Context: an optimization exercise on an open-source flow, tuned for small area. The choices shown serve that exercise and are no tape-out recipe. The RTL was checked by simulation tests, not by an equivalence proof against the original design. Power is estimated from default activity; no workload was simulated.

==> trial 27 <==
==> flow/design.v (excerpt) <==
module register_file #(
    parameter int WIDTH = 32,
    parameter int ADDR  = 5
) (
    input  logic             clk,
    input  logic             reset,
    input  logic             RegWr,
    input  logic [ADDR-1:0]  Rw,
    input  logic [ADDR-1:0]  Ra,
    input  logic [ADDR-1:0]  Rb,
    input  logic [WIDTH-1:0] busW,
    output logic [WIDTH-1:0] busA,
    output logic [WIDTH-1:0] busB
);
Settings: LEC_CHECK=0, CAP_MARGIN=20, CORE_MARGIN=2, CORE_UTILIZATION=55, SLEW_MARGIN=20, SYNTH_HIERARCHICAL=1; clock period 6.0 ns.
standard.sh (not shown) runs the stock make flow with config.mk's settings and CLKGATE_MAP_FILE= SYNTH_SCRIPT=/design/flow/synth_recipe.tcl, a recipe that flattens the netlist after the stock synthesis.
==> flow/flow/run.sh <==
#!/bin/bash
# The standard layout (standard.sh, which runs ORFS and writes out/final.def)
# with two changes: the port buffers are the smallest buffer, and clock tree
# synthesis uses clkbuf_8 for clusters of at most 14 flip-flops within 70 um
# and inserts no dummy loads. ORFS writes each step's log under orfs/logs/;
# make's own output goes to standard_make.log.
set -uo pipefail
export BUFFER_PORTS_ARGS="-buffer_cell sky130_fd_sc_hd__buf_1"
export CTS_ARGS="-sink_clustering_enable -repair_clock_nets -dont_use_dummy_load -buf_list sky130_fd_sc_hd__clkbuf_8 -sink_clustering_size 14 -sink_clustering_max_diameter 70"
bash standard.sh finish > standard_make.log 2>&1
==> build 28 (differences from trial 27) <==
==> flow/flow/run.sh (replaced) <==
#!/bin/bash
# The standard layout (standard.sh, which runs ORFS and writes out/final.def)
# with three changes: the port buffers are the smallest buffer, clock tree
# synthesis inserts no dummy loads, and after global routing the resizer
# downsizes gates on paths with positive slack.
set -uo pipefail
export BUFFER_PORTS_ARGS="-buffer_cell sky130_fd_sc_hd__buf_1"
export CTS_ARGS="-sink_clustering_enable -repair_clock_nets -dont_use_dummy_load"
export RECOVER_POWER=100
bash standard.sh finish > standard_make.log 2>&1
--- a/flow/config.mk
+++ b/flow/config.mk
@@ -8,5 +8,5 @@
 export CAP_MARGIN = 20
 export CORE_MARGIN = 2
-export CORE_UTILIZATION = 55
+export CORE_UTILIZATION = 45
 export SLEW_MARGIN = 20
 export SYNTH_HIERARCHICAL = 1
==> metrics.md <==
| Metric | Value |
|---|---|
| Status | finished clean |
| Seq pwr share | 61.5% |
| Total GRT Usage | 48.4% |
| Antenna violations before repair | 5 |
| Clock share of power | 23.4% |
| Crit path top cell by count | buf_1 |
| Worst rel slew slack | 9.39% |
| HP Start | valid[23] |
| Die Wd | 270 um |
That was trial 27.
==> metrics.md <==
| Metric | Value |
|---|---|
| Antenna violations before repair | 9 |
| Max-Cap Viols | 37 |
| Layout Check Fails | capacitance limit, slew limit |
| Highest Signal Layer | met5 |
| Vias in the first global route | 38700 |
| Status | complete, but fails checks |
| Clock share of power | 32.8% |
| Slew Viols, Final | 969 |
| HP Start | valid[31] |
| GR Util met2 | 57.6% |
| Seq pwr share | 54.0% |
| Req. time, crit path | 4.80 ns |
| CP Launch Type | primary input |
| Total GRT Usage | 41.2% |
| Die Wd | 298 um |
| Worst rel slew slack | -133% |
That was build 28.

==> inputs of run H <==
==> flow/design.v <==
module register_file #(
    parameter int WIDTH = 32,
    parameter int ADDR  = 5
) (
    input  logic             clk,
    input  logic             reset,
    input  logic             RegWr,
    input  logic [ADDR-1:0]  Rw,
    input  logic [ADDR-1:0]  Ra,
    input  logic [ADDR-1:0]  Rb,
    input  logic [WIDTH-1:0] busW,
    output logic [WIDTH-1:0] busA,
    output logic [WIDTH-1:0] busB
);
    localparam int DEPTH = 2 ** ADDR;
    localparam int NG    = (DEPTH - 1) / 3;    
    logic [WIDTH-1:0] regs [1:DEPTH-1];
    logic [DEPTH-1:1] valid;
    logic [DEPTH-1:1] we, wen;
    always_comb begin
        for (int i = 1; i < DEPTH; i++) begin
            we[i]  = RegWr && (Rw == ADDR'(i));
            wen[i] = !we[i];
        end
    end
    always_ff @(posedge clk or posedge reset) begin
        if (reset) valid <= '0;
        else       valid <= valid | we;
    end
    for (genvar i = 1; i < DEPTH; i++) begin : g_row
        logic [WIDTH-1:0] d;
        for (genvar b = 0; b < WIDTH; b++) begin : g_bit
            rf_ao22 u_hold (.a1(regs[i][b]), .a2(wen[i]), .b1(busW[b]), .b2(we[i]), .y(d[b]));
        end
        always_ff @(posedge clk) regs[i] <= d;
    end
    logic [DEPTH-1:1] selA, selB;
    always_comb begin
        for (int i = 1; i < DEPTH; i++) begin
            selA[i] = valid[i] && (Ra == ADDR'(i));
            selB[i] = valid[i] && (Rb == ADDR'(i));
        end
    end
    for (genvar b = 0; b < WIDTH; b++) begin : g_rd
        logic [DEPTH-1:1] c;
        for (genvar i = 1; i < DEPTH; i++) begin : g_c
            assign c[i] = regs[i][b];
        end
        rf_read #(.N(DEPTH - 1)) u_a (.sel(selA), .d(c), .y(busA[b]));
        rf_read #(.N(DEPTH - 1)) u_b (.sel(selB), .d(c), .y(busB[b]));
    end
endmodule
module rf_read #(
    parameter int N = 31
) (
    input  logic [N:1] sel,
    input  logic [N:1] d,
    output logic       y
);
    logic [10:0] t;
    for (genvar g = 0; g < 10; g++) begin : g_aoi
        rf_aoi222 u (.a1(sel[3*g+1]), .a2(d[3*g+1]),
                     .b1(sel[3*g+2]), .b2(d[3*g+2]),
                     .c1(sel[3*g+3]), .c2(d[3*g+3]), .y(t[g]));
    end
    rf_nand2 u_last (.a(sel[31]), .b(d[31]), .y(t[10]));
    logic [2:0] p;
    rf_nand4 u_n0 (.a(t[0]), .b(t[1]), .c(t[2]), .d(t[3]), .y(p[0]));
    rf_nand4 u_n1 (.a(t[4]), .b(t[5]), .c(t[6]), .d(t[7]), .y(p[1]));
    rf_nand3 u_n2 (.a(t[8]), .b(t[9]), .c(t[10]), .y(p[2]));
    rf_or3   u_o  (.a(p[0]), .b(p[1]), .c(p[2]), .y(y));
endmodule
module rf_ao22 (input logic a1, a2, b1, b2, output logic y);
    assign y = (a1 & a2) | (b1 & b2);
endmodule
module rf_aoi222 (input logic a1, a2, b1, b2, c1, c2, output logic y);
    assign y = !((a1 & a2) | (b1 & b2) | (c1 & c2));
endmodule
module rf_nand2 (input logic a, b, output logic y);
    assign y = !(a & b);
endmodule
module rf_nand3 (input logic a, b, c, output logic y);
    assign y = !(a & b & c);
endmodule
module rf_nand4 (input logic a, b, c, d, output logic y);
    assign y = !(a & b & c & d);
endmodule
module rf_or3 (input logic a, b, c, output logic y);
    assign y = a | b | c;
endmodule
==> flow/run.sh <==
#!/bin/bash
# synth_recipe.tcl (not shown) runs the flow's synth.tcl, then flattens the netlist and writes it again
# the make line also repeats each setting of config.mk as NAME=value (left out here)
make -C /OpenROAD-flow-scripts/flow DESIGN_CONFIG=/design/flow/config.mk WORK_HOME=/design/flow/orfs CLKGATE_MAP_FILE= SYNTH_SCRIPT=/design/flow/synth_recipe.tcl finish
==> flow/config.mk <==
export PLATFORM = sky130hd
export DESIGN_NAME = register_file
export DESIGN_NICKNAME = register_file
export VERILOG_FILES = /design/flow/design.v
export SDC_FILE = /design/flow/constraint.sdc
export NUM_CORES = 4
export LEC_CHECK = 0
export CAP_MARGIN = 20
export CORE_MARGIN = 2
export CORE_UTILIZATION = 55
export SLEW_MARGIN = 20
export SYNTH_HIERARCHICAL = 1
==> flow/constraint.sdc <==
create_clock -name core_clock -period 6.0 [get_ports {clk}]
set_input_delay 1.2000 -clock core_clock [delete_from_list [all_inputs] [get_ports {clk}]]
set_output_delay 1.2000 -clock core_clock [all_outputs]
set_load 0.01 [all_outputs]
==> run Y: changes against run H <==
==> flow/flow/run.sh (new file) <==
#!/bin/bash
# The standard layout (standard.sh, which runs ORFS and writes out/final.def)
# with two changes: the port buffers are the smallest buffer, and clock tree
# synthesis uses clkbuf_4 for clusters of at most 8 flip-flops within 50 um
# and inserts no dummy loads. ORFS writes each step's log under orfs/logs/;
# make's own output goes to standard_make.log.
set -uo pipefail
export BUFFER_PORTS_ARGS="-buffer_cell sky130_fd_sc_hd__buf_1"
export CTS_ARGS="-sink_clustering_enable -repair_clock_nets -dont_use_dummy_load -buf_list sky130_fd_sc_hd__clkbuf_4 -sink_clustering_size 8 -sink_clustering_max_diameter 50"
bash standard.sh finish > standard_make.log 2>&1
==> flow/standard.sh (new file) <==
#!/bin/bash
# synth_recipe.tcl (not shown) runs the flow's synth.tcl, then flattens the netlist and writes it again
# the make line also repeats each setting of config.mk as NAME=value (left out here)
make -C /OpenROAD-flow-scripts/flow DESIGN_CONFIG=/design/flow/config.mk WORK_HOME=/design/flow/orfs CLKGATE_MAP_FILE= SYNTH_SCRIPT=/design/flow/synth_recipe.tcl "${@:-finish}"
- CAP_MARGIN: 20 -> 10
- SLEW_MARGIN: 20 -> 10
removed: flow/run.sh
==> run D: changes against run H <==
==> flow/design.v (replaced) <==
module register_file #(
    parameter int WIDTH = 32,
    parameter int ADDR  = 5
) (
    input  logic             clk,
    input  logic             reset,
    input  logic             RegWr,
    input  logic [ADDR-1:0]  Rw,
    input  logic [ADDR-1:0]  Ra,
    input  logic [ADDR-1:0]  Rb,
    input  logic [WIDTH-1:0] busW,
    output logic [WIDTH-1:0] busA,
    output logic [WIDTH-1:0] busB
);
    localparam int DEPTH = 2 ** ADDR;
    logic [WIDTH-1:0] regs [1:DEPTH-1];
    always_ff @(posedge clk or posedge reset) begin
        if (reset) begin
            for (int i = 1; i < DEPTH; i++) begin
                regs[i] <= '0;
            end
        end else if (RegWr && (Rw != '0)) begin
            regs[Rw] <= busW;
        end
    end
    always_comb begin
        busA = '0;
        busB = '0;
        if (Ra != '0) busA = regs[Ra];
        if (Rb != '0) busB = regs[Rb];
    end
endmodule
- CORE_UTILIZATION: 55 -> 35
- SETUP_SLACK_MARGIN: not set -> 0.4
- SYNTH_HIERARCHICAL: 1 -> not set
==> notes.md <==
metric                                                               run D                                     run Y                       run H
Number of register bits inferred by synthesis                          992                                      1023                        1023
Utilization after layout                                             0.421                                     0.614                       0.665
Multi-input gate share of the layout cell area                       0.406                                     0.429                       0.396
Total of warnings raised by yosys                                        2                                         9                           9
Power per cell area                                             329 nW/um2                                350 nW/um2                  395 nW/um2
Slack of the worst reg-to-reg path                                 5.08 ns                                   5.28 ns                     5.29 ns
Detailed Route Iter0 Violations                                       8393                                     10000                       10200
Hold WC Path Type                                             flop to flop  input port to asynchronous set/reset pin                flop to flop
Clock root cell                                 sky130_fd_sc_hd__clkbuf_16                 sky130_fd_sc_hd__clkbuf_4  sky130_fd_sc_hd__clkbuf_16
Die extent in x                                                     383 um                                    270 um                      270 um
Met3 usage                                                           0.135                                     0.199                       0.189
Mean routed wirelength per cell                                    43.7 um                                   41.1 um                     39.8 um
Final-stage net count                                                 4410                                      3654                        3614
Peak fanout along the critical path                                     30                                        20                          32
Status                                            timing/DRC/antenna clean                  timing/DRC/antenna clean    finished with violations
Layout check failures                                                    -                                         -        negative setup slack
Crit Reg-Reg Endpoint                             regs[28][24]$_DFFE_PP0P_                       regs[4][10]$_DFF_P_         regs[7][24]$_DFF_P_

==> re-timing with driven ports <==
In the flow no input, the clock included, has a driving cell. The finished layouts below were timed again as built, in two steps.
Step 1: set_driving_cell puts a clkbuf_16 on clk and a buf_2 on each other input, an assumption about the parent block.
Step 2 adds t to the input delays and takes it off the output delays; t is the mean of the earliest and latest rising clock arrival at the registers after step 1. Input paths then give back, and output paths get back, about the clock's delay inside the block.
a / b / c = ideal / step 1 / step 2; a / b = the first two.
run	t, ns	slack for setup (ns)	pins driven straight from the clock port
trial 27	0.782	0.298 / 0.267 / 0.267	1
build 28	0.746	0.220 / 0.196 / 0.196	1
run H	0.741	-0.088 / -0.109 / -0.109	1
run Y	1.101	0.445 / 0.410 / 0.410	1
run D	0.825	0.311 / 0.279 / 0.279	1
The setup slack of run Y, which loses most, moves by -0.035 ns with the drivers and by -0.035 ns with both steps.
